Source: an optimization exercise on an open RTL-to-GDS flow (aim: small area and a short achievable clock period). Production flows keep margins and buffers that such runs may drop.
RTL that was checked went through simulation tests only; none was proved equivalent to the original.
No functional check of the RTL was part of runs 6 and 7.
In runs 6 and 7 the design's own scripts or RTL, not TritonCTS, make the clock network.
The flow treats the clock pin as an ideal source. Dropping or thinning the clock tree relies on that and would not hold on a real chip.
Power figures rest on the tool's default switching activity, not on a simulated workload.

--- flow/run.sh ---
#!/bin/bash
# synth_recipe.tcl (not shown) runs the flow's synth.tcl, then flattens the netlist and writes it again
# the make line also repeats each setting of config.mk as NAME=value (left out here)
make -C /OpenROAD-flow-scripts/flow DESIGN_CONFIG=/design/flow/config.mk WORK_HOME=/design/flow/orfs CLKGATE_MAP_FILE= SYNTH_SCRIPT=/design/flow/synth_recipe.tcl finish
--- flow/config.mk ---
export PLATFORM = sky130hd
export DESIGN_NAME = vga_top
export DESIGN_NICKNAME = vga_top
export VERILOG_FILES = /design/flow/design.v
export SDC_FILE = /design/flow/constraint.sdc
export NUM_CORES = 4
export LEC_CHECK = 0
export CAP_MARGIN = 20
export CORE_MARGIN = 2
export CORE_UTILIZATION = 25
export PLACE_DENSITY = 0.45
export SLEW_MARGIN = 20
--- flow/constraint.sdc ---
create_clock -name core_clock -period 6.5 [get_ports {clk_vga}]
set_input_delay 1.3000 -clock core_clock [delete_from_list [all_inputs] [get_ports {clk_vga}]]
set_output_delay 1.3000 -clock core_clock [all_outputs]
set_load 0.01 [all_outputs]
--- flow/design.v ---
package vga_pkg;
  localparam int HSIZE = 64;
  localparam int HFP   = 68;
  localparam int HSP   = 72;
  localparam int HMAX  = 80;
  localparam int VSIZE = 24;
  localparam int VFP   = 25;
  localparam int VSP   = 27;
  localparam int VMAX  = 30;
  localparam logic HSPP = 1'b1;
  localparam logic VSPP = 1'b1;
  localparam int FRAME_LEFT   = 8;
  localparam int FRAME_RIGHT  = 56;
  localparam int FRAME_TOP    = 6;
  localparam int FRAME_BOTTOM = 18;
  localparam int FRAME_W      = FRAME_RIGHT - FRAME_LEFT;
  localparam int FRAME_H      = FRAME_BOTTOM - FRAME_TOP;
  localparam int PART_SIZE = FRAME_W * FRAME_H;
  localparam int RAM_DEPTH = 2 * PART_SIZE;
  localparam int SCAN_DELAY      = 4;
  localparam int RST_SCREEN_COLS = 16;
  localparam int SWAP_COL        = 8;
  typedef logic [11:0] coord_t;
  typedef logic [10:0] ram_addr_t;
  typedef logic [2:0]  pal_idx_t;
  typedef logic [5:0]  night_t;
  typedef logic [7:0]  chan_t;
  typedef logic [23:0] rgb_t;
endpackage
`timescale 1ns/1ps
import vga_pkg::*;
module vga_top (
  input  logic              clk_vga,
  input  logic              rst_n,
  input  logic              write_strobe,
  input  logic [11:0]   write_x,
  input  logic [11:0]   write_y,
  input  logic [2:0] write_palette,
  input  logic [5:0]   night_rate,
  output logic              write_busy,
  output logic              rst_screen,
  output logic              hsync,
  output logic              vsync,
  output logic              data_enable,
  output logic [7:0]    red,
  output logic [7:0]    green,
  output logic [7:0]    blue
);
  logic [6:0] px;
  logic [4:0] py;
  logic [5:0] ph;
  logic       shown;
  always_ff @(posedge clk_vga) begin
    if (!rst_n) begin
      px    <= '0;
      py    <= '0;
      ph    <= '0;
      shown <= 1'b0;
    end else begin
      if (px == 7'(HMAX - 1)) begin
        px <= '0;
        py <= (py == 5'(VMAX - 1)) ? 5'd0 : py + 5'd1;
      end else begin
        px <= px + 7'd1;
      end
      ph <= (ph == 6'd47) ? 6'd0 : ph + 6'd1;
      if (py == 5'(VSIZE) && px == 7'(SWAP_COL)) shown <= ~shown;
    end
  end
  always_ff @(posedge clk_vga) begin
    if (!rst_n) rst_screen <= 1'b0;
    else rst_screen <= (py == 5'(VSIZE) && px < 7'(RST_SCREEN_COLS - 1))
                    || (py == 5'(VSIZE - 1) && px == 7'(HMAX - 1));
  end
  logic f_hs, f_vs, f_de, f_win;
  assign f_hs  = (px >= 7'(HFP)) && (px < 7'(HSP));
  assign f_vs  = (py >= 5'(VFP)) && (py < 5'(VSP));
  assign f_de  = (px < 7'(HSIZE)) && (py < 5'(VSIZE));
  assign f_win = (px >= 7'(FRAME_LEFT)) && (px < 7'(FRAME_RIGHT))
              && (py >= 5'(FRAME_TOP)) && (py < 5'(FRAME_BOTTOM));
  logic [2:0] d_hs, d_vs, d_de, d_win;
  always_ff @(posedge clk_vga) begin
    if (!rst_n) begin
      d_hs  <= '0;
      d_vs  <= '0;
      d_de  <= '1;    
      d_win <= '0;
    end else begin
      d_hs  <= {d_hs[1:0],  f_hs};
      d_vs  <= {d_vs[1:0],  f_vs};
      d_de  <= {d_de[1:0],  f_de};
      d_win <= {d_win[1:0], f_win};
    end
  end
  always_ff @(posedge clk_vga) begin
    if (!rst_n) begin
      hsync       <= !HSPP;
      vsync       <= !VSPP;
      data_enable <= 1'b0;
    end else begin
      hsync       <= d_hs[2] ? HSPP : !HSPP;
      vsync       <= d_vs[2] ? VSPP : !VSPP;
      data_enable <= d_de[2];
    end
  end
  logic take;
  assign take = write_strobe && !write_busy && !rst_screen
             && (write_palette != 3'd0)
             && (write_x < 12'(FRAME_W))
             && (write_y < 12'(FRAME_H));
  always_ff @(posedge clk_vga) begin
    if (!rst_n) write_busy <= 1'b0;
    else write_busy <= take || (write_busy && f_win);
  end
  logic       v1;
  logic [5:0] w1_x;
  logic [3:0] w1_y;
  logic [2:0] w1_p;
  always_ff @(posedge clk_vga) begin
    v1   <= rst_n && take;
    w1_x <= write_x[5:0];
    w1_y <= write_y[3:0];
    w1_p <= write_palette;
  end
  logic [6:0] dif;
  logic [5:0] dpos;
  assign dif  = {1'b0, ph} - {1'b0, w1_x};
  assign dpos = dif[6] ? 6'(dif + 7'd48) : dif[5:0];
  logic [4:0] w2_slot;
  logic       w2_half;
  logic [3:0] w2_row;
  logic [2:0] w2_p;
  logic       c_early, c_late0, c_late1;
  always_ff @(posedge clk_vga) begin
    if (v1) begin
      w2_slot <= dpos[5:1];
      w2_half <= ~shown;
      w2_row  <= w1_y;
      w2_p    <= w1_p;
    end
    c_early <= rst_n && v1 && dpos[0];
    c_late0 <= rst_n && v1 && !dpos[0];
    c_late1 <= rst_n && c_late0;
  end
  logic commit;
  assign commit = c_early || c_late1;
  logic [71:0][47:0] q;
  logic [23:0]       ring_sel;
  logic [23:0]       slot_sel;
  always_comb begin
    for (int k = 0; k < 24; k++)
      ring_sel[k] = commit && (w2_half == 1'(k / 12)) && (w2_row == 4'(k % 12));
    for (int j = 0; j < 24; j++)
      slot_sel[j] = (w2_slot == 5'(j));
  end
  genvar gk, gb, gp;
  for (gk = 0; gk < 24; gk++) begin : g_ring
    for (gb = 0; gb < 3; gb++) begin : g_bit
      for (gp = 0; gp < 48; gp++) begin : g_pos
        if (gp % 2 == 1) begin : g_wr
          always_ff @(posedge clk_vga)
            q[gk*3+gb][gp] <= (ring_sel[gk] && slot_sel[((gp + 45) % 48) / 2])
                              ? w2_p[gb] : q[gk*3+gb][(gp + 47) % 48];
        end else begin : g_sh
          always_ff @(posedge clk_vga)
            q[gk*3+gb][gp] <= q[gk*3+gb][(gp + 47) % 48];
        end
      end
    end
  end
  logic [23:0][2:0] tap;
  for (gk = 0; gk < 24; gk++) begin : g_tap
    for (gb = 0; gb < 3; gb++) begin : g_tb
      assign tap[gk][gb] = q[gk*3+gb][(10 + 32 * (gk % 12)) % 48];
    end
  end
  logic [4:0] rrow;
  logic [2:0] ridx;
  assign rrow = py - 5'(FRAME_TOP);
  always_comb begin
    ridx = 3'd0;
    for (int r = 0; r < 12; r++)
      if (rrow == 5'(r)) ridx = shown ? tap[12 + r] : tap[r];
  end
  logic on_r, on_g, on_b;
  always_ff @(posedge clk_vga) begin
    on_r <= (ridx == 3'd1) || (ridx == 3'd4) || (ridx == 3'd6) || (ridx == 3'd7);
    on_g <= (ridx == 3'd2) || (ridx == 3'd4) || (ridx == 3'd5) || (ridx == 3'd7);
    on_b <= (ridx == 3'd3) || (ridx == 3'd5) || (ridx == 3'd6) || (ridx == 3'd7);
  end
  logic [5:0] nr;
  logic [5:0] nneg;
  logic [7:0] lvl;
  always_ff @(posedge clk_vga) nr <= night_rate;
  assign nneg = 6'd0 - nr;
  assign lvl  = (nr == 6'd0) ? 8'hFF : {nneg, 2'b00};
  logic e_r, e_g, e_b;
  assign e_r = d_win[2] ? on_r : d_de[2];
  assign e_g = d_win[2] ? on_g : d_de[2];
  assign e_b = d_win[2] ? on_b : d_de[2];
  always_ff @(posedge clk_vga) begin
    if (!rst_n) begin
      red   <= '0;
      green <= '0;
      blue  <= '0;
    end else begin
      red   <= e_r ? lvl : 8'd0;
      green <= e_g ? lvl : 8'd0;
      blue  <= e_b ? lvl : 8'd0;
    end
  end
endmodule
==> results.cfg, run 1 <==
[synth]
synth_top_area_frac = 0.732
synth_cell_types = 65
async_flop_share = 0
synth_compound_area_frac = 0.00556
synth_top_family_by_area = multiplexers
yosysTopAreaCell = dfxtp_1
ys_seq_elements = 3552
synthAdderAreaFrac = 0.00252
yosys-top-cells-area = dfxtp_1, mux2_2, nor2_1
synth_xor_area_frac = 0.00172
syn_inst = 6620
yosysWarningCount = 1
ys.flop_type = dfxtp_1
synth_area_mm2 = 0.0968
muxShareOfSynthArea = 0.205
synthSimpleGateAreaFrac = 0.0365
ys_seq_area_frac = 0.736
synth_enable_flop_cells = 13
synth_nets = 6674
avgSynthCellArea_um2 = 14.6

[drt]
ant_nets = 0
wl_mm = 218
vias_per_cell = 3.81
vias = 46800
drc = 0
drtIter0Drc = 1839
drt_pass1_iterations = 7
routedWlPerCell_um = 17.8

[die]
core-area_mm2 = 0.386
rows = 228
die_w_um = 626
start_util = 0.251
ios = 65
dieHeight_um = 626
die_area_mm2 = 0.392

[grt]
use_met3 = 0.0174
overflow = 0
antenna_found_initial = 21
met1_usage = 0.148
grt_usage = 0.110
grt_max_degree = 161
grtUsageMet2 = 0.181
grt_first_pass_wirelength_mm = 327
top_usage_layer = met2
grt_pass1_vias = 50500

[finish]
final_cell_mix = dfxtp_1, mux2_2, clkbuf_16
layout_commonest_cell = dfxtp_1
final_nets = 6863
fill_cells = 38400
final_util = 0.300
syn2layout_area_growth_pct = 19.5
drive_above_1_share = 0.342

[critical_path]
critPathTopFamily = flip-flops
cp_slowest_cell = dfxtp_1
end_kind = output pin
crit_chain = clkdlybuf4s50_1
crit_buf_inv = 1
cp_max_fo = 2
start_kind = flop
arrival_ns = 2.33
required_ns = 5.20
path_class = flop to output pin
critPathMaxStageDelay_ns = 0.79

[timing]
setup_viol = 0
finalCritPeriodShare = 0.558
min_period_ns = 3.63
finalHoldViolCount = 0
tightest_slew_ns = 1.11
tns_ns = 0
drv_slew = 0
max-slew-margin-rel = 0.256
clock.fmax_mhz = 276
skew_ns = 0.0581
rsz0062_at_grt = false

[clocking]
clk-insertion-delay-late_ns = 0.89
cts_buffer_depth = 4
cts_hold_repair.buffers = 0
cts_resized = 0
cts_tree = done
htreeDepth = 5
cts_setup_buffers = 0
clock_sinks = 3552
cts_root_buf = clkbuf_16
path_clk_slew_ns = 0.06
cts_buffers = 352

[placement]
dpl.hpwl_mm = 123
io_buffer_count = 64
gp_congestion = 0.766

[pwr]
p_leak_nw = 46.3
power_density_mw_per_mm2 = 369
ir_drop_mv = 0.203

[min_path]
hold_path_class = flop to flop

[flow_run]
maxCapViolCount = 0

[status]
status = no timing/DRC/antenna violations
Yosys cell counts (8+ instances only):
cell and count:
and2_1 20, mux2i_1 22, clkbuf_1 271, inv_1 27
xnor2_1 11, nand2b_1 15, xor2_1 8, nor3_1 9
nor2_1 376, o22ai_1 10, nor2b_1 12, o21ai_0 14
mux2_2 1741, edfxtp_1 13, dfxtp_1 3539, a21oi_1 15
ha_1 17, nand3_1 19, nand2_1 364, buf_2 24
where the power goes:
part	switching, mW	internal (mW)	total [mW]
sequential	0.0140	21.8	21.8
combinational	0.0444	0.0513	0.0958
clock	8.32	12.4	20.8
total	8.38	34.3	42.7
per-layer routing:
metal / wire length, um / up-vias
li1: - / 22500
met5: 0 / -
met1: 105000 / 23200
met2: 101000 / 708
met3: 8010 / 343
met4: 4630 / 0
cell families (layout without fill, tap and decap cells):
| family | count (synthesis) | in the layout |
|---|---|---|
| AOI/OAI and AO/OA | 81 | 81 |
| buffers and inverters | 327 | 793 |
| DFF | 3552 | 3552 |
| xor gates and xnor gates | 19 | 19 |
| and+or+nand+nor | 858 | 858 |
| adders and majority gates | 19 | 19 |
| other | 0 | 9 |
| muxes | 1764 | 1764 |
state kept, by name, indices dropped and copies added (netlist names), 4 cells and up:
signal	count
blue	7
green	7
nr	6
ph	6
px	7
py	5
q	3456
red	7
w1_x	6
w1_y	4
w2_row	4
w2_slot	5
stage by stage:
stage	cell area, um^2	hold WS (ns)	total power, mW	setup WS, ns	cells
global placement	104000	0.310	22.4	3.14	11600
finish	116000	0.281	42.7	2.87	12300
detailed placement	104000	0.312	22.4	3.02	11600
floorplan	96800	0.310	22.3	4.11	6620
CTS	116000	0.277	43.3	2.74	12300
global route	116000	0.298	44.2	2.82	12300
path summary, 6_finish.rpt:
check	startpoint	end	slack [ns]	cells past startpoint
setup / recovery	rst_screen	rst_screen	2.87	1
hold / removal	q[3299]	q[3300]	0.28	0
setup reg to reg	w2_slot[2]	q[1925]	3.12	5
hold reg to reg	q[3299]	q[3300]	0.28	0
cell type report:
class / count / area (um^2) / share of cell area
Tap cell: 5175 / 6470 / 0.0560
Antenna cell: 9 / 22.5 / 0.000195
Clock inverter: 119 / 1680 / 0.0145
Clock buffer: 512 / 10400 / 0.0895
Timing Repair Buffer: 135 / 1320 / 0.0114
Inverter: 27 / 101 / 0.000876
Sequential cell: 3552 / 71200 / 0.616
Multi-Input combinational cell: 2741 / 24500 / 0.212
==> run 2: changes to the inputs <==
--- a/flow/design.v
+++ b/flow/design.v
@@ -161,4 +161,4 @@
           always_ff @(posedge clk_vga)
-            q[gk*3+gb][gp] <= (ring_sel[gk] && slot_sel[((gp + 45) % 48) / 2])
-                              ? w2_p[gb] : q[gk*3+gb][(gp + 47) % 48];
+            q[gk*3+gb][gp] <= ~((ring_sel[gk] && slot_sel[((gp + 45) % 48) / 2])
+                                ? (w2_p[gb] ^ (gp % 4 == 1)) : q[gk*3+gb][(gp + 47) % 48]);
         end else begin : g_sh
==> results.cfg, run 2 <==
[status]
status = no timing/DRC/antenna violations

[synth]
ys_seq_elements = 3552
synth_top_area_frac = 0.757
ys.flop_type = dfxtp_1
ys_seq_area_frac = 0.761
ys_top_cells_by_count = dfxtp_1, nor2_1, mux2i_1, a21oi_1, nand2_1
yosys-top-cells-area = dfxtp_1, mux2i_1, a21oi_1
avgSynthCellArea_um2 = 12.5
yosysWarningCount = 1
yosysMostFrequentCell = dfxtp_1
synth_cell_types = 64
syn_inst = 7462
async_flop_share = 0
yosysTopAreaCell = dfxtp_1
synth_nets = 7516
synth_area_mm2 = 0.0936
synth_enable_flop_cells = 13

[pwr]
power_density_mw_per_mm2 = 386
p_int_mw = 35.0
ir_drop_mv = 0.243
p_leak_nw = 45.8
swShare = 0.198
power.total_mw = 43.7
switchingPower_mw = 8.65
clkPwrFrac = 0.498
seqPwrFrac = 0.500
p_comb_frac = 0.002

[critical_path]
arrival_ns = 2.24
crit_buf_inv = 1
rrSetupSlack_ns = 3.42
cp-endpoint = write_busy
regToRegEndpoint = q[2877]
cp_slowest_cell = dfxtp_1
critPathTopFamily = flip-flops
path_class = flop to output pin
r2r_start = w2_slot[2]
critPathMaxStageDelay_ns = 0.67
required_ns = 5.20
start_kind = flop
reg2regPathDepth = 6
crit_start = write_busy
crit_chain = clkdlybuf4s50_1
crit_cells = 1
cp_max_fo = 3
end_kind = output pin

[clocking]
cts_setup_buffers = 0
cts_hold_repair.buffers = 0
cts_buffers = 358
cts_root_buf = clkbuf_16
cts_resized = 0
cts_tree = done
clk-insertion-delay-late_ns = 0.92
clock_sinks = 3552
path_clk_slew_ns = 0.07
cts_buffer_depth = 4
htreeDepth = 5

[finish]
multiInputGateArea_mm2 = 0.0212
layoutNonFillerInstCount = 12900
final_util = 0.303
syn2layout_area_growth_pct = 20.8
layout_commonest_cell = dfxtp_1
top_register = q
final_nets = 7718
drive_above_1_share = 0.0936
largest_reg_flops = 3456
fill_cells = 37000
stdcell_area_mm2 = 0.113
regArea_mm2 = 0.0712
final_cell_mix = dfxtp_1, nor2_1, mux2i_1

[die]
ios = 65
core-area_mm2 = 0.372
start_util = 0.251
die_area_mm2 = 0.379
rows = 224
dieHeight_um = 616
die_w_um = 616

[timing]
clock.fmax_mhz = 283
min_period_ns = 3.54
max-slew-margin-rel = 0.242
tns_ns = 0
skew_ns = 0.0496
rsz0062_at_grt = false
drv_slew = 0
whs_ns = 0.292
tightest_slew_ns = 1.13
finalCritPeriodShare = 0.544
worst_slack_ns = 2.96
setup_viol = 0
finalHoldViolCount = 0

[drt]
vias_per_cell = 3.90
drtIter0Drc = 2642
wl_mm = 221
ant_nets = 0
vias = 50500
routedWlPerCell_um = 17.1
drt_pass1_iterations = 5
drc = 0

[placement]
dpl.hpwl_mm = 123
place_ws_ns = 3.03
placed_area_mm2 = 0.100
dp_cells = 12300
io_buffer_count = 64
gp_congestion = 0.775

[grt]
antenna_found_initial = 22
grt_first_pass_wirelength_mm = 330
grt_usage = 0.114
overflow = 0
grt_pass1_vias = 51700
grt_max_degree = 140

[min_path]
min-delay-start = q[3003]
hold_path_class = flop to flop

[flow_run]
maxCapViolCount = 0
## run 2: changes by cell type after synthesis, sizes merged, moves of 38 or more
| cell | change |
|---|---|
| a21oi | +863 |
| clkbuf | -38 |
| mux2 | -1736 |
| mux2i | +873 |
| nand2 | +122 |
| nor2 | +735 |
## run 2: kinds of logic after synthesis
logic type / after synthesis / share of synthesized area
multiplexers: 901 / 0.0965
buffers and inverters: 322 / 0.0142
XOR/XNOR: 17 / 0.00159
adder cells (fa/ha/maj): 19 / 0.00259
flip-flops: 3552 / 0.761
AO/OA/AOI/OAI: 940 / 0.0518
AND/OR/NAND/NOR: 1711 / 0.0719
## run 2: final cells by class
type / instances / share of cell area
Timing Repair Buffer: 139 / 0.0120
Tap cell: 4972 / 0.0551
Clock inverter: 151 / 0.0200
Sequential cell: 3552 / 0.630
Clock buffer: 506 / 0.0934
Inverter: 25 / 0.000831
Antenna cell: 15 / 0.000332
Multi-Input combinational cell: 3588 / 0.188
## run 2: worst min path at each step
stage	cells past startpoint	to
after global routing	0	q[3004]
after floorplan	0	q[0]
after CTS	0	q[3004]
after global placement	0	q[330]
after detailed placement	0	q[1034]
final	0	q[3004]
## run 2: per-layer routing
| layer | vias up | track usage | wire, um | share of wire |
|---|---|---|---|---|
| met3 | 344 | 0.0207 | 8620 | 0.039 |
| met2 | 839 | 0.189 | 102000 | 0.46 |
| met4 | 0 | 0.0343 | 5960 | 0.027 |
| li1 | 25000 | - | - | - |
| met1 | 24300 | 0.150 | 104000 | 0.47 |
| met5 | - | 0 | 0 | 0 |
## run 2: power by group through the flow
stage | sequential (mW) | combinational, mW | clock (mW)
after floorplan | 22.3 | 0.0358 | 0
after detailed placement | 22.3 | 0.111 | 0
after global placement | 22.3 | 0.109 | 0
after CTS | 21.8 | 0.111 | 22.3
final | 21.8 | 0.107 | 21.7
after global routing | 21.8 | 0.115 | 23.2
==> run 3: changes to the inputs <==
--- a/flow/config.mk
+++ b/flow/config.mk
@@ -9,4 +9,7 @@
 export CORE_MARGIN = 2
-export CORE_UTILIZATION = 25
-export PLACE_DENSITY = 0.45
+export CORE_UTILIZATION = 60
+export CTS_CLUSTER_DIAMETER = 60
+export CTS_CLUSTER_SIZE = 30
+export PLACE_DENSITY = 0.7
+export SETUP_SLACK_MARGIN = 4.2
 export SLEW_MARGIN = 20
==> results.cfg, run 3 <==
[clocking]
clock_sinks = 3552
cts_tree = done
cts_buffer_depth = 3
cts_root_buf = clkbuf_16
cts_hold_repair.buffers = 0
cts_buffers = 159
path_clk_slew_ns = 0.10
clk-insertion-delay-late_ns = 0.82
htreeDepth = 4

[placement]
gp_congestion = 0.857
dp_cells = 9340
dpl.hpwl_mm = 108
io_buffer_count = 64
placed_area_mm2 = 0.0963

[drt]
drt_pass1_iterations = 5
ant_nets = 0
vias_per_cell = 5.17
drtIter0Drc = 3454
wl_mm = 192
drc = 0
routedWlPerCell_um = 19.8
vias = 50100

[pwr]
ir_drop_mv = 0.267
p_leak_nw = 42.7
switchingPower_mw = 7.02
seqPwrFrac = 0.637
clkPwrFrac = 0.360
p_int_mw = 27.2
p_comb_frac = 0.003
swShare = 0.205
power_density_mw_per_mm2 = 331

[finish]
regArea_mm2 = 0.0713
syn2layout_area_growth_pct = 10.4
largest_reg_flops = 3456
multiInputGateArea_mm2 = 0.0216
layout_commonest_cell = dfxtp_1
final_cell_mix = dfxtp_1, nor2_1, mux2i_1
stdcell_area_mm2 = 0.103
drive_above_1_share = 0.0790
layoutNonFillerInstCount = 9692
final_util = 0.669
final_nets = 7586
fill_cells = 11100
top_register = q

[timing]
max-slew-margin-rel = 0.256
tightest_slew_ns = 1.11
min_period_ns = 2.64
clock.fmax_mhz = 379
finalCritPeriodShare = 0.406
finalHoldViolCount = 0
rsz0062_at_grt = true
tns_ns = 0
skew_ns = 0.0481
drv_slew = 0
setup_viol = 0

[min_path]
hold_path_class = flop to flop

[synth]
yosys-top-cells-area = dfxtp_1, mux2i_1, a21oi_1
syn_inst = 7462
avgSynthCellArea_um2 = 12.5
yosysMostFrequentCell = dfxtp_1
ys.flop_type = dfxtp_1
synth_top_area_frac = 0.757
synth_cell_types = 64
ys_seq_elements = 3552
synth_nets = 7516
ys_seq_area_frac = 0.761
synth_area_mm2 = 0.0936
async_flop_share = 0
yosysTopAreaCell = dfxtp_1
ys_top_cells_by_count = dfxtp_1, nor2_1, mux2i_1, a21oi_1, nand2_1
yosysWarningCount = 1
synth_enable_flop_cells = 13

[grt]
grt_max_degree = 170
grt_pass1_vias = 49300
grt_first_pass_wirelength_mm = 290
grt_usage = 0.237
antenna_found_initial = 4
overflow = 0

[die]
die_area_mm2 = 0.159
rows = 144
ios = 65
core-area_mm2 = 0.154
die_w_um = 399
dieHeight_um = 399
start_util = 0.606

[critical_path]
cp_slowest_cell = dfxtp_4
start_kind = flop
end_kind = output pin
required_ns = 5.20
crit_chain = buf_6
critPathMaxStageDelay_ns = 0.41
cp_max_fo = 2
critPathTopFamily = flip-flops
crit_buf_inv = 1
arrival_ns = 1.34
path_class = flop to output pin

[status]
status = no timing/DRC/antenna violations

[flow_run]
maxCapViolCount = 0
## run 3: cells by family after synthesis
family                     synth area share
buffers and inverters                0.0142
and+or+nand+nor                      0.0719
adders and majority gates           0.00259
xor gates and xnor gates            0.00159
DFF                                   0.761
AOI/OAI and AO/OA                    0.0518
muxes                                0.0965
## run 3: worst reg2reg max path: cells and delay by family, from the launching register on
kind,cells,cell delay [ns]
buffers and inverters,1,0.25
DFF,1,0.49
and+or+nand+nor,4,1.29
muxes,1,0.27
## run 3: timing repair
action                                  4_1_cts  5_1_grt
endpoints found under the setup margin     1497      853
resized for setup                           240       95
setup buffers                                50       21
gates cloned                                  2        2
pin swaps                                    25        5
## run 3: through the flow
| stage | power (mW) | hold slack (ns) | setup WS (ns) |
|---|---|---|---|
| final | 34.2 | 0.304 | 3.86 |
| after global routing | 35.2 | 0.305 | 3.82 |
| after CTS | 34.4 | 0.306 | 3.67 |
| after detailed placement | 22.4 | 0.312 | 3.59 |
| after global placement | 22.4 | 0.310 | 3.54 |
| after floorplan | 22.3 | 0.310 | 4.35 |
## run 3: layer usage
metal  routed length (um)  GRT usage  vias to the layer above  part of all wire
li1                     -          -                    24600                 -
met1                92800      0.344                    24300              0.48
met2                84800      0.372                      940              0.44
met3                 9390     0.0353                      279             0.049
met4                 4840     0.0635                        0             0.025
met5                    0          0                        -                 0
## run 3: worst paths after layout
| check | startpoint | endpoint | slack [ns] | cells past startpoint |
|---|---|---|---|---|
| max reg2reg | w2_slot[2] | q[1063] | 4.11 | 6 |
| max | rst_screen | rst_screen | 3.86 | 1 |
| min | q[2801] | q[2802] | 0.30 | 0 |
| min reg2reg | q[2801] | q[2802] | 0.30 | 0 |
## run 3: area by class of cell
| cell class | instances | area share |
|---|---|---|
| antenna | 2 | 0.0000485 |
| clock buffer | 184 | 0.0411 |
| clock inverter | 91 | 0.0121 |
| inverter | 25 | 0.000945 |
| multi-input combinational | 3589 | 0.209 |
| sequential | 3552 | 0.690 |
| tap | 2044 | 0.0248 |
| timing repair buffer | 205 | 0.0217 |
## run 3: power by group through the flow
stage | registers [mW] | clock network (mW) | logic (mW)
2_1_floorplan | 22.3 | 0 | 0.0358
3_3_place_gp | 22.3 | 0 | 0.0900
3_5_place_dp | 22.3 | 0 | 0.0932
4_1_cts | 21.8 | 12.5 | 0.0921
5_1_grt | 21.8 | 13.3 | 0.105
6_report | 21.8 | 12.3 | 0.0955
==> run 4: changes to the inputs <==
--- a/flow/config.mk
+++ b/flow/config.mk
@@ -9,6 +9,6 @@
 export CORE_MARGIN = 2
-export CORE_UTILIZATION = 60
-export CTS_CLUSTER_DIAMETER = 60
-export CTS_CLUSTER_SIZE = 30
-export PLACE_DENSITY = 0.7
+export CORE_UTILIZATION = 70
+export CTS_CLUSTER_DIAMETER = 45
+export CTS_CLUSTER_SIZE = 35
+export PLACE_DENSITY = 0.8
 export SETUP_SLACK_MARGIN = 4.2
==> results.cfg, run 4 <==
[status]
status = no timing/DRC/antenna violations

[pwr]
seqPwrFrac = 0.603
p_comb_frac = 0.003
clkPwrFrac = 0.395
power_density_mw_per_mm2 = 346
p_leak_nw = 43.4
ir_drop_mv = 0.253
swShare = 0.226
p_int_mw = 28.0
switchingPower_mw = 8.19

[synth]
synth_enable_flop_cells = 13
synth_nets = 7516
ys_seq_elements = 3552
async_flop_share = 0
syn_inst = 7462
yosysTopAreaCell = dfxtp_1
ys_seq_area_frac = 0.761
yosysMostFrequentCell = dfxtp_1
synth_top_area_frac = 0.757
avgSynthCellArea_um2 = 12.5
synth_cell_types = 64
yosys-top-cells-area = dfxtp_1, mux2i_1, a21oi_1
ys_top_cells_by_count = dfxtp_1, nor2_1, mux2i_1, a21oi_1, nand2_1
ys.flop_type = dfxtp_1
synth_area_mm2 = 0.0936
yosysWarningCount = 1

[drt]
wl_mm = 197
drc = 0
vias = 51300
ant_nets = 0
drt_pass1_iterations = 8
routedWlPerCell_um = 20.8
drtIter0Drc = 4120
vias_per_cell = 5.42

[finish]
fill_cells = 7530
final_cell_mix = dfxtp_1, nor2_1, mux2i_1
syn2layout_area_growth_pct = 11.6
regArea_mm2 = 0.0713
multiInputGateArea_mm2 = 0.0216
top_register = q
largest_reg_flops = 3456
drive_above_1_share = 0.0852
stdcell_area_mm2 = 0.104
final_nets = 7603
layout_commonest_cell = dfxtp_1

[clocking]
htreeDepth = 4
cts_buffers = 183
cts_buffer_depth = 3
clock_sinks = 3552
path_clk_slew_ns = 0.11
clk-insertion-delay-late_ns = 0.87
cts_root_buf = clkbuf_16
cts_tree = done

[critical_path]
rrSetupSlack_ns = 4.08
cp_slowest_cell = dfxtp_2
crit_start = data_enable
start_kind = flop
end_kind = output pin
critPathMaxStageDelay_ns = 0.36
critPathTopFamily = flip-flops
required_ns = 5.20
regToRegEndpoint = on_b
arrival_ns = 1.33
crit_chain = buf_6
path_class = flop to output pin
r2r_start = shown
crit_buf_inv = 1
reg2regPathDepth = 6
cp_max_fo = 1

[die]
core-area_mm2 = 0.133
ios = 65
die_area_mm2 = 0.137
die_w_um = 370
rows = 134
start_util = 0.703
dieHeight_um = 370

[placement]
placed_area_mm2 = 0.0959
io_buffer_count = 64
gp_congestion = 0.879
dpl.hpwl_mm = 106

[min_path]
hold_depth = 0
whs_endpoint = q[2676]
hold_path_class = flop to flop
min-delay-start = q[2675]

[timing]
max-slew-margin-rel = 0.243
min_period_ns = 2.63
drv_slew = 0
tns_ns = 0
finalCritPeriodShare = 0.404
finalHoldViolCount = 0
setup_viol = 0
rsz0062_at_grt = true
whs_ns = 0.300
clock.fmax_mhz = 380
tightest_slew_ns = 1.13
skew_ns = 0.0411

[grt]
overflow = 0
grt_usage = 0.281
antenna_found_initial = 5
grt_max_degree = 166
grt_pass1_vias = 50500
grt_first_pass_wirelength_mm = 295

[flow_run]
maxCapViolCount = 0
run 4: cell types whose count changed in the layout (fill, tap and decap cells not counted), moves of 6 or more:
| cell | change |
|---|---|
| clkbuf_16 | +19 |
| buf_4 | -6 |
| clkinv_16 | +9 |
| clkinv_8 | +20 |
| nor2_2 | -12 |
| nor2_1 | +12 |
| inv_16 | +24 |
| clkinv_2 | -6 |
| clkbuf_1 | -8 |
| bufinv_16 | -6 |
| nand2_2 | -9 |
| inv_12 | +20 |
| nand2_1 | +10 |
run 4: per-layer routing:
| metal | up-vias | GRT usage | share of wire |
|---|---|---|---|
| met5 | - | 0 | 0 |
| met1 | 25000 | 0.395 | 0.45 |
| met3 | 348 | 0.0382 | 0.052 |
| met4 | 0 | 0.0892 | 0.032 |
| li1 | 24700 | - | - |
| met2 | 1361 | 0.454 | 0.47 |
run 4: metrics by stage:
step,worst slack (ns),power (mW),cells,utilization
6_report,3.87,36.2,9481,0.784
5_1_grt,3.82,37.1,9480,0.784
4_1_cts,3.70,36.3,9450,0.780
3_5_place_dp,3.51,22.4,9057,0.721
3_3_place_gp,3.57,22.4,9055,0.720
2_1_floorplan,4.35,22.3,7462,-
run 4: kinds of logic after synthesis:
family,count (synthesis),share of synthesized area
compound gates,940,0.0518
fa+ha+maj,19,0.00259
buf+inv,322,0.0142
simple gates,1711,0.0719
flops,3552,0.761
xor+xnor,17,0.00159
mux,901,0.0965
run 4: cell type report:
cell class	instances	share of cell area
Clock buffer	194	0.0449
Multi-Input combinational cell	3590	0.207
Inverter	25	0.000959
Clock inverter	154	0.0234
Timing Repair Buffer	197	0.0200
Sequential cell	3552	0.683
Tap cell	1768	0.0212
Antenna cell	1	0.0000240
run 4: worst max path at each step:
stage / cells past startpoint / slack [ns] / to
2_1_floorplan: 8 / 4.35 / on_b
3_3_place_gp: 5 / 3.57 / q[3287]
3_5_place_dp: 6 / 3.51 / q[2501]
4_1_cts: 1 / 3.70 / write_busy
5_1_grt: 1 / 3.82 / data_enable
6_report: 1 / 3.87 / data_enable
run 4: timing repair:
item	in CTS	in global routing
hold buffers	0	0
pin swaps	22	4
setup endpoints to repair	1509	1104
buffers inserted	43	28
resized for setup	217	91
cloned	2	2
run 4: worst reg2reg max path, cell delays in order (launching register included):
cell       delay, ns
dfxtp_4         0.55
mux2i_1         0.60
o21ai_0         0.21
o2bb2ai_1       0.19
o211ai_1        0.18
and2_1          0.21
maj3_1          0.35
run 4: power groups by stage:
stage | registers [mW] | logic (mW) | clock network [mW]
floorplan | 22.3 | 0.0358 | 0
global placement | 22.3 | 0.0904 | 0
detailed placement | 22.3 | 0.0932 | 0
CTS | 21.8 | 0.0907 | 14.4
global route | 21.8 | 0.106 | 15.2
finish | 21.8 | 0.0984 | 14.3
==> run 5: changes to the inputs <==
--- a/flow/config.mk
+++ b/flow/config.mk
@@ -9,7 +9,7 @@
 export CORE_MARGIN = 2
-export CORE_UTILIZATION = 70
-export CTS_CLUSTER_DIAMETER = 45
-export CTS_CLUSTER_SIZE = 35
-export PLACE_DENSITY = 0.8
-export SETUP_SLACK_MARGIN = 4.2
+export CORE_UTILIZATION = 45
+export CTS_CLUSTER_DIAMETER = 100
+export CTS_CLUSTER_SIZE = 30
+export PLACE_DENSITY = 0.6
+export SETUP_SLACK_MARGIN = 4.0
 export SLEW_MARGIN = 20
==> results.cfg, run 5 <==
[status]
status = no timing/DRC/antenna violations

[die]
start_util = 0.452
ios = 65
die_w_um = 460
dieHeight_um = 460
die_area_mm2 = 0.212
core-area_mm2 = 0.207
rows = 167

[synth]
ys_seq_area_frac = 0.761
avgSynthCellArea_um2 = 12.5
synth_cell_types = 64
synth_area_mm2 = 0.0936
synth_nets = 7516
yosys-top-cells-area = dfxtp_1, mux2i_1, a21oi_1
synth_top_family_by_area = multiplexers
synth_xor_area_frac = 0.00159
synth_compound_area_frac = 0.0518
yosysTopAreaCell = dfxtp_1
yosysWarningCount = 1
muxShareOfSynthArea = 0.0965
syn_inst = 7462
synthSimpleGateAreaFrac = 0.0719
synth_enable_flop_cells = 13
ys_seq_elements = 3552
ys.flop_type = dfxtp_1
synth_top_area_frac = 0.757
synthAdderAreaFrac = 0.00259
yosysMostFrequentCell = dfxtp_1
async_flop_share = 0
ys_top_cells_by_count = dfxtp_1, nor2_1, mux2i_1, a21oi_1, nand2_1

[drt]
ant_nets = 0
wl_mm = 196
vias = 49100
vias_per_cell = 4.81
drc = 0
drtIter0Drc = 3108
routedWlPerCell_um = 19.2
drt_pass1_iterations = 5

[placement]
dp_cells = 9998
dpl.hpwl_mm = 110
place_ws_ns = 3.38
gp_congestion = 0.832
placed_area_mm2 = 0.0971
io_buffer_count = 64

[pwr]
p_leak_nw = 41.6
swShare = 0.195
power_density_mw_per_mm2 = 316
seqPwrFrac = 0.677
p_comb_frac = 0.003
switchingPower_mw = 6.28
p_int_mw = 25.9
clkPwrFrac = 0.320
power.total_mw = 32.2
ir_drop_mv = 0.284

[critical_path]
arrival_ns = 1.31
path_class = flop to output pin
crit_buf_inv = 1
start_kind = flop
cp_max_fo = 2
critPathTopFamily = flip-flops
critPathMaxStageDelay_ns = 0.37
crit_chain = buf_6
required_ns = 5.20
cp_slowest_cell = dfxtp_4
end_kind = output pin

[finish]
final_nets = 7527
multiInputGateArea_mm2 = 0.0214
largest_reg_flops = 3456
top_register = q
fill_cells = 18100
final_cell_mix = dfxtp_1, nor2_1, mux2i_1
drive_above_1_share = 0.0540
layout_commonest_cell = dfxtp_1
regArea_mm2 = 0.0713
layoutNonFillerInstCount = 10200
stdcell_area_mm2 = 0.102
final_util = 0.491
syn2layout_area_growth_pct = 8.65

[clocking]
htreeDepth = 4
clk-insertion-delay-late_ns = 0.82
path_clk_slew_ns = 0.11
clock_sinks = 3552
cts_buffer_depth = 3
cts_tree = done
cts_root_buf = clkbuf_16
cts_buffers = 136

[grt]
grt_usage = 0.183
top_usage_layer = met2
grtUsageMet2 = 0.298
antenna_found_initial = 12
met1_usage = 0.257
grt_first_pass_wirelength_mm = 297
overflow = 0
use_met3 = 0.0248
grt_max_degree = 163
grt_pass1_vias = 48900

[timing]
rsz0062_at_grt = true
drv_slew = 0
whs_ns = 0.317
finalHoldViolCount = 0
max-slew-margin-rel = 0.289
tns_ns = 0
tightest_slew_ns = 1.07
min_period_ns = 2.61
clock.fmax_mhz = 383
skew_ns = 0.0375
setup_viol = 0
worst_slack_ns = 3.89
finalCritPeriodShare = 0.401

[flow_run]
maxCapViolCount = 0

[min_path]
hold_path_class = flop to flop
## run 5: cell counts after synthesis
Identical to the previous run, type by type.
## run 5: power groups by stage
| stage | clock [mW] | combinational (mW) | sequential, mW |
|---|---|---|---|
| final | 10.3 | 0.0906 | 21.8 |
| after global routing | 11.3 | 0.0993 | 21.8 |
| after CTS | 10.6 | 0.0902 | 21.8 |
| after detailed placement | 0 | 0.0925 | 22.3 |
| after global placement | 0 | 0.0914 | 22.3 |
| after floorplan | 0 | 0.0358 | 22.3 |
## run 5: cell type report
| class | count | area share |
|---|---|---|
| inverter | 25 | 0.000923 |
| multi-input combinational | 3588 | 0.210 |
| antenna | 4 | 0.0000985 |
| clock inverter | 8 | 0.00106 |
| timing repair buffer | 170 | 0.0172 |
| sequential | 3552 | 0.701 |
| clock buffer | 152 | 0.0358 |
| tap | 2704 | 0.0333 |
## run 5: per-layer routing
layer,up-vias,share of wire,wire length [um]
met5,-,0,0
met1,23800,0.48,94700
met4,0,0.022,4400
met2,774,0.46,89200
li1,24300,-,-
met3,220,0.039,7560
## run 5: final timing paths
check / startpoint / endpoint / slack (ns) / depth (start not counted)
setup / recovery: rst_screen / rst_screen / 3.89 / 1
hold / removal: q[1657] / q[1658] / 0.32 / 0
setup reg to reg: shown / on_r / 3.98 / 7
hold reg to reg: q[1657] / q[1658] / 0.32 / 0
## run 5: repair_timing
| item | CTS | global route |
|---|---|---|
| setup endpoints to repair | 1212 | 301 |
| setup buffers | 32 | 9 |
| pin swaps | 16 | 8 |
| gates resized for setup | 191 | 43 |
| hold buffers | 0 | 0 |
## run 5: cells by family (layout without fill, tap and decap cells)
| logic type | after synthesis | in the layout |
|---|---|---|
| fa+ha+maj | 19 | 19 |
| mux | 901 | 901 |
| other cells | 0 | 4 |
| xor+xnor | 17 | 17 |
| simple gates | 1711 | 1711 |
| compound gates | 940 | 940 |
| buf+inv | 322 | 355 |
| flops | 3552 | 3552 |
==> run 6: changes to the inputs <==
--- a/flow/design.v
+++ b/flow/design.v
@@ -106,3 +106,6 @@
   logic take;
-  assign take = write_strobe && !write_busy && !rst_screen
+  logic busy_i;
+  logic rs_live;
+  assign rs_live = (py == 5'(VSIZE)) && (px < 7'(RST_SCREEN_COLS));
+  assign take = write_strobe && !busy_i && !rs_live
              && (write_palette != 3'd0)
@@ -111,4 +114,9 @@
   always_ff @(posedge clk_vga) begin
-    if (!rst_n) write_busy <= 1'b0;
-    else write_busy <= take || (write_busy && f_win);
+    if (!rst_n) begin
+      write_busy <= 1'b0;
+      busy_i     <= 1'b0;
+    end else begin
+      write_busy <= take || (write_busy && f_win);
+      busy_i     <= take || (busy_i && f_win);
+    end
   end
==> flow/flow/run.sh (new file) <==
#!/bin/bash
# Standard ORFS layout, except that the clock tree is built by flow/pre_cts.tcl
# (three levels of clkbuf_16: 4 roots on the clock port, 16 middle, 120 leaves over
# k-means clusters of the flip-flops) instead of TritonCTS.
set -euo pipefail
export PRE_CTS_TCL="$PWD/flow/pre_cts.tcl"
bash standard.sh > standard.log 2>&1
==> flow/flow/mycts.tcl (new file) <==
# manual two-level clock tree: NROOT root buffers on the clock port, each driving leaf buffers,
# each leaf driving a k-means cluster of flip-flop clock pins
proc kmeans {pts k iters} {
  # pts: list of {x y}; returns list of cluster index per point and centers
  set n [llength $pts]
  set centers {}
  set sorted [lsort -real -index 0 $pts]
  for {set i 0} {$i < $k} {incr i} { lappend centers [lindex $sorted [expr {int(($i + 0.5) * $n / $k)}]] }
  # better seed: grid over bbox
  set xs [lmap p $pts {lindex $p 0}]; set ys [lmap p $pts {lindex $p 1}]
  set x0 [tcl::mathfunc::min {*}$xs]; set x1 [tcl::mathfunc::max {*}$xs]
  set y0 [tcl::mathfunc::min {*}$ys]; set y1 [tcl::mathfunc::max {*}$ys]
  set gx [expr {int(ceil(sqrt($k * double($x1 - $x0 + 1) / double($y1 - $y0 + 1))))}]
  if {$gx < 1} {set gx 1}
  set gy [expr {int(ceil(double($k) / $gx))}]
  set centers {}
  for {set i 0} {$i < $k} {incr i} {
    set cx [expr {$i % $gx}]; set cy [expr {$i / $gx}]
    lappend centers [list [expr {$x0 + ($cx + 0.5) * ($x1 - $x0) / $gx}] [expr {$y0 + ($cy + 0.5) * ($y1 - $y0) / $gy}]]
  }
  set cap [expr {int(ceil(1.0 * $n / $k * 1.15))}]
  for {set it 0} {$it < $iters} {incr it} {
    set assign {}
    set cnt [lrepeat $k 0]
    foreach p $pts {
      lassign $p px py
      set best -1; set bd 1e30
      set j 0
      foreach c $centers {
        set d [expr {abs($px - [lindex $c 0]) + abs($py - [lindex $c 1])}]
        if {$d < $bd && [lindex $cnt $j] < $cap} {set bd $d; set best $j}
        incr j
      }
      lappend assign $best
      lset cnt $best [expr {[lindex $cnt $best] + 1}]
    }
    set sx [lrepeat $k 0.0]; set sy [lrepeat $k 0.0]
    foreach p $pts a $assign {
      lset sx $a [expr {[lindex $sx $a] + [lindex $p 0]}]
      lset sy $a [expr {[lindex $sy $a] + [lindex $p 1]}]
    }
    set nc {}
    for {set j 0} {$j < $k} {incr j} {
      set c [lindex $cnt $j]
      if {$c > 0} { lappend nc [list [expr {[lindex $sx $j] / $c}] [expr {[lindex $sy $j] / $c}]] } else { lappend nc [lindex $centers $j] }
    }
    set centers $nc
  }
  return [list $assign $centers]
}

proc manual_cts {nleaf nmid nroot} {
  set db [ord::get_db]
  set block [ord::get_db_block]
  set clk [$block findNet clk_vga]
  set bufm [$db findMaster sky130_fd_sc_hd__clkbuf_16]
  set rootm [$db findMaster sky130_fd_sc_hd__clkbuf_16]
  set sinks {}
  set pts {}
  foreach it [$clk getITerms] {
    set inst [$it getInst]
    set bb [$inst getBBox]
    lappend sinks $it
    lappend pts [list [expr {([$bb xMin] + [$bb xMax]) / 2}] [expr {([$bb yMin] + [$bb yMax]) / 2}]]
  }
  puts "manual_cts: [llength $sinks] sinks"
  lassign [kmeans $pts $nleaf 12] assign centers
  set leaves {}
  for {set j 0} {$j < $nleaf} {incr j} {
    set inst [odb::dbInst_create $block $bufm "ctsleaf_$j"]
    lassign [lindex $centers $j] cx cy
    $inst setLocation [expr {int($cx)}] [expr {int($cy)}]
    $inst setPlacementStatus PLACED
    set net [odb::dbNet_create $block "clknet_leaf_$j"]
    $net setSigType CLOCK
    [$inst findITerm X] connect $net
    lappend leaves $inst
  }
  foreach it $sinks a $assign {
    $it disconnect
    $it connect [$block findNet "clknet_leaf_$a"]
  }
  # optional middle level: nmid buffers, each driving a k-means group of leaves
  set tops $leaves
  set topc $centers
  if {$nmid > 0} {
    lassign [kmeans $centers $nmid 12] massign mcenters
    set mids {}
    for {set m 0} {$m < $nmid} {incr m} {
      set inst [odb::dbInst_create $block $rootm "ctsmid_$m"]
      lassign [lindex $mcenters $m] cx cy
      $inst setLocation [expr {int($cx)}] [expr {int($cy)}]
      $inst setPlacementStatus PLACED
      set net [odb::dbNet_create $block "clknet_mid_$m"]
      $net setSigType CLOCK
      [$inst findITerm X] connect $net
      lappend mids $inst
    }
    foreach leaf $leaves a $massign {
      [$leaf findITerm A] connect [$block findNet "clknet_mid_$a"]
    }
    set tops $mids
    set topc $mcenters
  }
  lassign [kmeans $topc $nroot 12] rassign rcenters
  for {set r 0} {$r < $nroot} {incr r} {
    set inst [odb::dbInst_create $block $rootm "ctsroot_$r"]
    lassign [lindex $rcenters $r] cx cy
    $inst setLocation [expr {int($cx)}] [expr {int($cy)}]
    $inst setPlacementStatus PLACED
    set net [odb::dbNet_create $block "clknet_root_$r"]
    $net setSigType CLOCK
    [$inst findITerm X] connect $net
    [$inst findITerm A] connect $clk
  }
  foreach t $tops a $rassign {
    [$t findITerm A] connect [$block findNet "clknet_root_$a"]
  }
}
==> flow/flow/pre_cts.tcl (new file) <==
# Runs before CTS (PRE_CTS_TCL): builds a balanced three-level clock tree by hand and
# makes the standard clock_tree_synthesis call a no-op; the rest of the CTS step
# (timing repair, legalisation) runs unchanged.
source [file join [file dirname [info script]] mycts.tcl]
manual_cts 120 16 4
global_connect
set_propagated_clock [all_clocks]
rename clock_tree_synthesis orfs_clock_tree_synthesis_unused
proc clock_tree_synthesis {args} {
  puts "clock tree already built by pre_cts.tcl; skipping clock_tree_synthesis $args"
}
==> flow/standard.sh (new file) <==
#!/bin/bash
# synth_recipe.tcl (not shown) runs the flow's synth.tcl, then flattens the netlist and writes it again
# the make line also repeats each setting of config.mk as NAME=value (left out here)
make -C /OpenROAD-flow-scripts/flow DESIGN_CONFIG=/design/flow/config.mk WORK_HOME=/design/flow/orfs CLKGATE_MAP_FILE= SYNTH_SCRIPT=/design/flow/synth_recipe.tcl "${@:-finish}"
--- a/flow/config.mk
+++ b/flow/config.mk
@@ -10,6 +10,4 @@
 export CORE_UTILIZATION = 45
-export CTS_CLUSTER_DIAMETER = 100
-export CTS_CLUSTER_SIZE = 30
 export PLACE_DENSITY = 0.6
-export SETUP_SLACK_MARGIN = 4.0
+export SETUP_SLACK_MARGIN = 4.1
 export SLEW_MARGIN = 20
removed: flow/run.sh
==> results.cfg, run 6 <==
[critical_path]
start_kind = flop
rrSetupSlack_ns = 4.03
crit_start = w2_row[2]
cp_max_fo = 11
required_ns = 6.92
r2r_start = w2_row[2]
arrival_ns = 2.89
path_class = flop to flop
end_kind = flop

[drt]
vias = 49300
ant_nets = 0
vias_per_cell = 4.78
drtIter0Drc = 3327
drc = 0
routedWlPerCell_um = 19.0
wl_mm = 196
drt_pass1_iterations = 5

[die]
ios = 65
rows = 167
dieHeight_um = 460
die_area_mm2 = 0.212
start_util = 0.453
die_w_um = 460
core-area_mm2 = 0.207

[pwr]
power_density_mw_per_mm2 = 311
p_leak_nw = 42.0
ir_drop_mv = 0.240
power.total_mw = 31.8

[flow_run]
maxCapViolCount = 0

[finish]
final_cell_mix = dfxtp_1, nor2_1, mux2i_1
final_nets = 7581
layout_commonest_cell = dfxtp_1
fill_cells = 18000
stdcell_area_mm2 = 0.102
syn2layout_area_growth_pct = 9.13
largest_reg_flops = 3456
regArea_mm2 = 0.0713
drive_above_1_share = 0.0650
multiInputGateArea_mm2 = 0.0217
top_register = q
diodes = 0

[min_path]
hold_path_class = flop to flop
min-delay-start = q[117]

[synth]
yosysWarningCount = 1
synth_area_mm2 = 0.0938
async_flop_share = 0
ys.flop_type = dfxtp_1
yosys-top-cells-area = dfxtp_1, mux2i_1, a21oi_1
syn_inst = 7472
yosysTopAreaCell = dfxtp_1
synth_enable_flop_cells = 13
synth_cell_types = 66
synth_top_area_frac = 0.756
avgSynthCellArea_um2 = 12.5
synth_nets = 7526
ys_seq_area_frac = 0.760
yosysMostFrequentCell = dfxtp_1
ys_top_cells_by_count = dfxtp_1, nor2_1, mux2i_1, a21oi_1, nand2_1
ys_seq_elements = 3553

[timing]
min_period_ns = 2.47
clock.fmax_mhz = 404
worst_slack_ns = 4.03
setup_viol = 0
max-slew-margin-rel = 0.281
skew_ns = 0.124
finalHoldViolCount = 0
finalCritPeriodShare = 0.381
tightest_slew_ns = 1.07
whs_ns = 0.276
tns_ns = 0
rsz0062_at_grt = true
drv_slew = 0

[grt]
overflow = 0
antenna_found_initial = 8
grt_max_degree = 142
grt_pass1_vias = 48100
grt_usage = 0.179
grt_first_pass_wirelength_mm = 294

[placement]
placed_area_mm2 = 0.0975
place_ws_ns = 3.15
dpl.hpwl_mm = 113
io_buffer_count = 64
gp_congestion = 0.814

[clocking]
path_clk_slew_ns = 0.11
clk-insertion-delay-late_ns = 0.63
cts_hold_repair.buffers = 0

[status]
status = no timing/DRC/antenna violations
run 6: cell types whose count changed in the layout (fill, tap and decap cells not counted), sizes merged, moves of 6 or more:
| cell | previous run | this run |
|---|---|---|
| buf | 134 | 178 |
| clkbuf | 153 | 140 |
| nor2 | 1111 | 1102 |
| mux2i | 895 | 887 |
| mux2 | 6 | 12 |
run 6: worst paths after layout:
kind | end | depth (start not counted)
worst max-delay path | q[219] | 5
worst min-delay path | q[118] | 0
worst max register to register | q[219] | 5
worst min register to register | q[118] | 0
run 6: worst max-delay path: stages, from the launching register on:
cell and delay [ns]:
edfxtp_1 0.46, o21bai_1 0.22, nor3_2 0.42, nand2_2 0.39, nor2_1 0.37, mux2i_1 0.39
run 6: per-layer routing:
metal / GRT usage / wire (um)
met1: 0.258 / 96100
met2: 0.287 / 86600
met3: 0.0186 / 7470
met4: 0.0433 / 5660
met5: 0 / 13
run 6: kinds of logic (layout without fill, tap and decap cells):
logic type               after synthesis  after routing  synth area share
flip-flops                          3553           3553             0.760
multiplexers                         899            899            0.0962
adder cells (fa/ha/maj)               19             19           0.00260
buffers and inverters                327            379            0.0145
AO/OA/AOI/OAI                        941            941            0.0518
AND/OR/NAND/NOR                     1716           1717            0.0732
XOR/XNOR                              17             17           0.00159
run 6: final cells by class:
class / count / share of cell area
timing repair buffer: 213 / 0.0218
sequential: 3553 / 0.697
multi-input combinational: 3593 / 0.212
tap: 2788 / 0.0341
inverter: 26 / 0.000954
buffer: 140 / 0.0342
run 6: power breakdown:
group	leakage [nW]	total, mW	switching [mW]	internal, mW
Sequential	30.7	21.8	0.0104	21.8
Combinational	9.57	0.0961	0.0491	0.0469
Clock	1.73	9.91	6.00	3.90
run 6: repair_timing:
item | 4_1_cts | 5_1_grt
pin swaps | 26 | 6
gates resized for setup | 214 | 53
gates cloned | 1 | 0
setup endpoints to repair | 1536 | 497
setup buffers | 56 | 26
run 6: per-stage QoR:
stage	util	instances
floorplan	-	7472
global placement	0.471	10100
detailed placement	0.471	10100
CTS	0.492	10300
global route	0.494	10300
finish	0.494	10300
==> run 7: changes to the inputs <==
--- a/flow/design.v
+++ b/flow/design.v
@@ -30,2 +30,12 @@
 `timescale 1ns/1ps
+module vga_aoi22 (
+  input  logic a1,
+  input  logic a2,
+  input  logic b1,
+  input  logic b2,
+  output logic y
+);
+  assign y = ~((a1 & a2) | (b1 & b2));
+endmodule
+`timescale 1ns/1ps
 import vga_pkg::*;
@@ -163,11 +173,29 @@
   end
+  logic [23:0][2:0] slot_dat;
+  always_comb begin
+    for (int j = 0; j < 24; j++)
+      for (int b = 0; b < 3; b++)
+        slot_dat[j][b] = slot_sel[j] && (w2_p[b] ^ ((((2 * j + 3) % 48) % 4) == 1));
+  end
   genvar gk, gb, gp;
   for (gk = 0; gk < 24; gk++) begin : g_ring
-    for (gb = 0; gb < 3; gb++) begin : g_bit
-      for (gp = 0; gp < 48; gp++) begin : g_pos
-        if (gp % 2 == 1) begin : g_wr
+    for (gp = 0; gp < 48; gp++) begin : g_pos
+      if (gp % 2 == 1) begin : g_wr
+        localparam int J = ((gp + 45) % 48) / 2;
+        logic       keep_n;
+        logic [2:0] d;
+        assign keep_n = ~(ring_sel[gk] && slot_sel[J]);
+        for (gb = 0; gb < 3; gb++) begin : g_bit
+          vga_aoi22 u_mux (
+            .a1 (q[gk*3+gb][(gp + 47) % 48]),
+            .a2 (keep_n),
+            .b1 (ring_sel[gk]),
+            .b2 (slot_dat[J][gb]),
+            .y  (d[gb])
+          );
           always_ff @(posedge clk_vga)
-            q[gk*3+gb][gp] <= ~((ring_sel[gk] && slot_sel[((gp + 45) % 48) / 2])
-                                ? (w2_p[gb] ^ (gp % 4 == 1)) : q[gk*3+gb][(gp + 47) % 48]);
-        end else begin : g_sh
+            q[gk*3+gb][gp] <= d[gb];
+        end
+      end else begin : g_sh
+        for (gb = 0; gb < 3; gb++) begin : g_bit
           always_ff @(posedge clk_vga)
==> flow/flow/run.sh (replaced) <==
#!/bin/bash
# Standard ORFS layout with two hooks:
#  - flow/post_floorplan.tcl sizes the frame store's write muxes down to a22oi_1;
#  - flow/pre_cts.tcl builds the clock tree by hand (three levels of clkbuf_16: 4 roots
#    on the clock port, 16 middle, 120 leaves over k-means clusters of the flip-flops)
#    in place of TritonCTS.
set -euo pipefail
export POST_FLOORPLAN_TCL="$PWD/flow/post_floorplan.tcl"
export PRE_CTS_TCL="$PWD/flow/pre_cts.tcl"
bash standard.sh > standard.log 2>&1
==> flow/flow/post_floorplan.tcl (new file) <==
# Runs after floorplan (POST_FLOORPLAN_TCL): synthesis maps the frame store's write
# muxes to a22oi_2; the _1 size drives their single flip-flop load, so use it. Later
# timing repair upsizes any that need it.
set db [ord::get_db]
set small [$db findMaster sky130_fd_sc_hd__a22oi_1]
set n 0
foreach inst [[ord::get_db_block] getInsts] {
  if {[[$inst getMaster] getName] eq "sky130_fd_sc_hd__a22oi_2"} {
    $inst swapMaster $small
    incr n
  }
}
puts "post_floorplan: a22oi_2 -> a22oi_1 on $n instances"
--- a/flow/config.mk
+++ b/flow/config.mk
@@ -13 +13,3 @@
 export SLEW_MARGIN = 20
+export SYNTH_HIERARCHICAL = 1
+export SYNTH_MINIMUM_KEEP_SIZE = 0
==> results.cfg, run 7 <==
[clocking]
clk-insertion-delay-late_ns = 0.67
path_clk_slew_ns = 0.11
cts_hold_repair.buffers = 0

[pwr]
power_density_mw_per_mm2 = 315
p_leak_nw = 36.1
ir_drop_mv = 0.192

[critical_path]
rrSetupSlack_ns = 3.96
regToRegEndpoint = q[1733]
crit_buf_inv = 0
start_kind = flop
cp_max_fo = 24
path_class = flop to flop
critPathMaxStageDelay_ns = 0.83
arrival_ns = 2.93
r2r_start = w2_slot[1]
critPathTopFamily = simple AND/OR/NAND/NOR gates
cp_slowest_cell = nor2_4
reg2regPathDepth = 4
crit_chain = nor2b_1 -> nand2_1 -> nor2_4 -> a22oi_1
required_ns = 6.90
end_kind = flop

[grt]
grt_max_degree = 97
grt_usage = 0.216
antenna_found_initial = 12
overflow = 0
grt_pass1_vias = 50600
grt_first_pass_wirelength_mm = 355

[synth]
syn_inst = 6487
ys_top_cells_by_count = dfxtp_1, a22oi_2, nand2_1, nor2_1, clkbuf_1
yosysMostFrequentCell = dfxtp_1
async_flop_share = 0
synth_nets = 6541
ys_seq_area_frac = 0.723
synth_cell_types = 62
yosys-top-cells-area = dfxtp_1, a22oi_2, nand2_1
synth_top_area_frac = 0.719
yosysWarningCount = 7
avgSynthCellArea_um2 = 15.2
yosysTopAreaCell = dfxtp_1
ys_seq_elements = 3553
ys.flop_type = dfxtp_1
synth_area_mm2 = 0.0985
synth_enable_flop_cells = 13

[drt]
drt_pass1_iterations = 8
vias_per_cell = 5.41
wl_mm = 255
drc = 0
drtIter0Drc = 5507
vias = 52500
routedWlPerCell_um = 26.3
ant_nets = 0

[min_path]
whs_endpoint = q[318]
min-delay-start = q[317]
hold_depth = 0
hold_path_class = flop to flop

[timing]
max-slew-margin-rel = 0.273
drv_slew = 0
whs_ns = 0.236
tightest_slew_ns = 1.09
min_period_ns = 2.54
finalCritPeriodShare = 0.390
finalHoldViolCount = 0
setup_viol = 0
skew_ns = 0.138
tns_ns = 0
clock.fmax_mhz = 394
rsz0062_at_grt = true

[finish]
final_cell_mix = dfxtp_1, a22oi_1, nand2_1
multiInputGateArea_mm2 = 0.0193
drive_above_1_share = 0.0962
top_register = q
layout_commonest_cell = dfxtp_1
syn2layout_area_growth_pct = 2.78
final_nets = 6906
largest_reg_flops = 3456
final_util = 0.466
regArea_mm2 = 0.0713
fill_cells = 18900

[die]
die_w_um = 472
start_util = 0.453
rows = 171
die_area_mm2 = 0.223
ios = 65
dieHeight_um = 472
core-area_mm2 = 0.217

[placement]
dpl.hpwl_mm = 151
io_buffer_count = 64
gp_congestion = 0.884

[flow_run]
maxCapViolCount = 0

[status]
status = no timing/DRC/antenna violations
-- run 7: cells by family after synthesis --
kind of cell,share of synthesized area
DFF,0.723
AOI/OAI and AO/OA,0.224
and+or+nand+nor,0.0382
buffers and inverters,0.00641
muxes,0.00359
xor gates and xnor gates,0.00178
adders and majority gates,0.00248
-- run 7: area by class of cell --
class	instances	area share
Antenna cell	5	0.000124
Timing Repair Buffer	315	0.0344
Buffer	140	0.0346
Sequential cell	3553	0.704
Tap cell	2854	0.0353
Multi-Input combinational cell	2818	0.191
Inverter	24	0.000927
-- run 7: report_power, final --
| part | leakage, nW | total, mW | internal (mW) | switching (mW) |
|---|---|---|---|---|
| Combinational | 3.70 | 0.113 | 0.0539 | 0.0592 |
| Sequential | 30.7 | 21.8 | 21.8 | 0.0114 |
| Clock | 1.73 | 10.0 | 3.90 | 6.10 |
-- run 7: per-layer routing --
layer,up-vias,share of wire,GRT usage
met5,-,0.00014,0
met4,6,0.046,0.0806
met3,439,0.064,0.0268
met2,1947,0.45,0.349
met1,26100,0.44,0.298
li1,24000,-,-
-- run 7: worst reg2reg max path, stage by stage, from the launching register on --
cell	delay (ns)
edfxtp_1	0.56
nor2b_1	0.36
nand2_1	0.30
nor2_4	0.84
a22oi_1	0.26
-- run 7: per-module statistics from Yosys (local to each module, per instance) --
module	area, um^2	flops+latches	copies in the design
vga_top	76900	3553	1
vga_aoi22	12.5	0	1728
-- run 7: timing repair --
item	CTS	global route
gates resized for setup	299	101
endpoints found under the setup margin	1611	967
pin swaps	43	31
buffers inserted	87	63
gates cloned	32	9
-- run 7: stage by stage --
stage / cell area [um^2] / setup WS (ns) / power [mW] / instances
floorplan: 98800 / 3.76 / 22.3 / 6487
global placement: 94800 / 3.32 / 22.4 / 9369
detailed placement: 94900 / 3.29 / 22.4 / 9373
CTS: 100000 / 3.86 / 32.1 / 9632
global route: 101000 / 3.90 / 32.8 / 9704
finish: 101000 / 3.96 / 31.9 / 9709
-- run 7: worst max-delay path by stage --
stage / startpoint / to / cells past startpoint
2_1_floorplan: w2_slot[1] / q[1005] / 6
3_3_place_gp: write_y[6] / busy_i / 7
3_5_place_dp: w2_row[3] / q[399] / 6
4_1_cts: w2_slot[0] / q[1333] / 4
5_1_grt: w2_slot[1] / q[3413] / 4
6_report: w2_slot[1] / q[1733] / 4

static timing again, ports no longer ideal:
The flow's constraints put no driver on any port. The routed layouts listed below were extracted and timed again, unchanged, in two steps. Step 1 assumes that a clkbuf_16 drives the clock port and a buf_2 every other input. Step 2 also shifts input and output timing later by t, the mid clock arrival at the registers, as if the neighbouring blocks saw the same clock. Slacks: ideal / step 1 / step 2; pairs: ideal / step 1.
| run | t, ns | slack for setup (ns) | worst data-port slew with drivers (ns) | pins driven straight from the clock port |
|---|---|---|---|---|
| run 1 | 0.949 | 2.871 / 2.782 / 3.119 | 0.09 | 1 |
| run 2 | 0.990 | 2.965 / 2.866 / 3.123 | 0.07 | 1 |
| run 3 | 0.873 | 3.859 / 3.787 / 3.580 | 0.12 | 1 |
| run 4 | 0.926 | 3.872 / 3.790 / 3.559 | 0.12 | 1 |
| run 5 | 0.889 | 3.892 / 3.806 / 3.514 | 0.06 | 1 |
| run 6 | 0.752 | 4.026 / 3.952 / 3.620 | 0.04 | 4 |
| run 7 | 0.756 | 3.963 / 3.919 / 3.598 | 0.06 | 4 |
After both steps setup and hold are still met in every run listed. For run 6, which loses most, drivers alone change the setup slack by -0.074 ns; drivers and shift together by -0.406 ns.
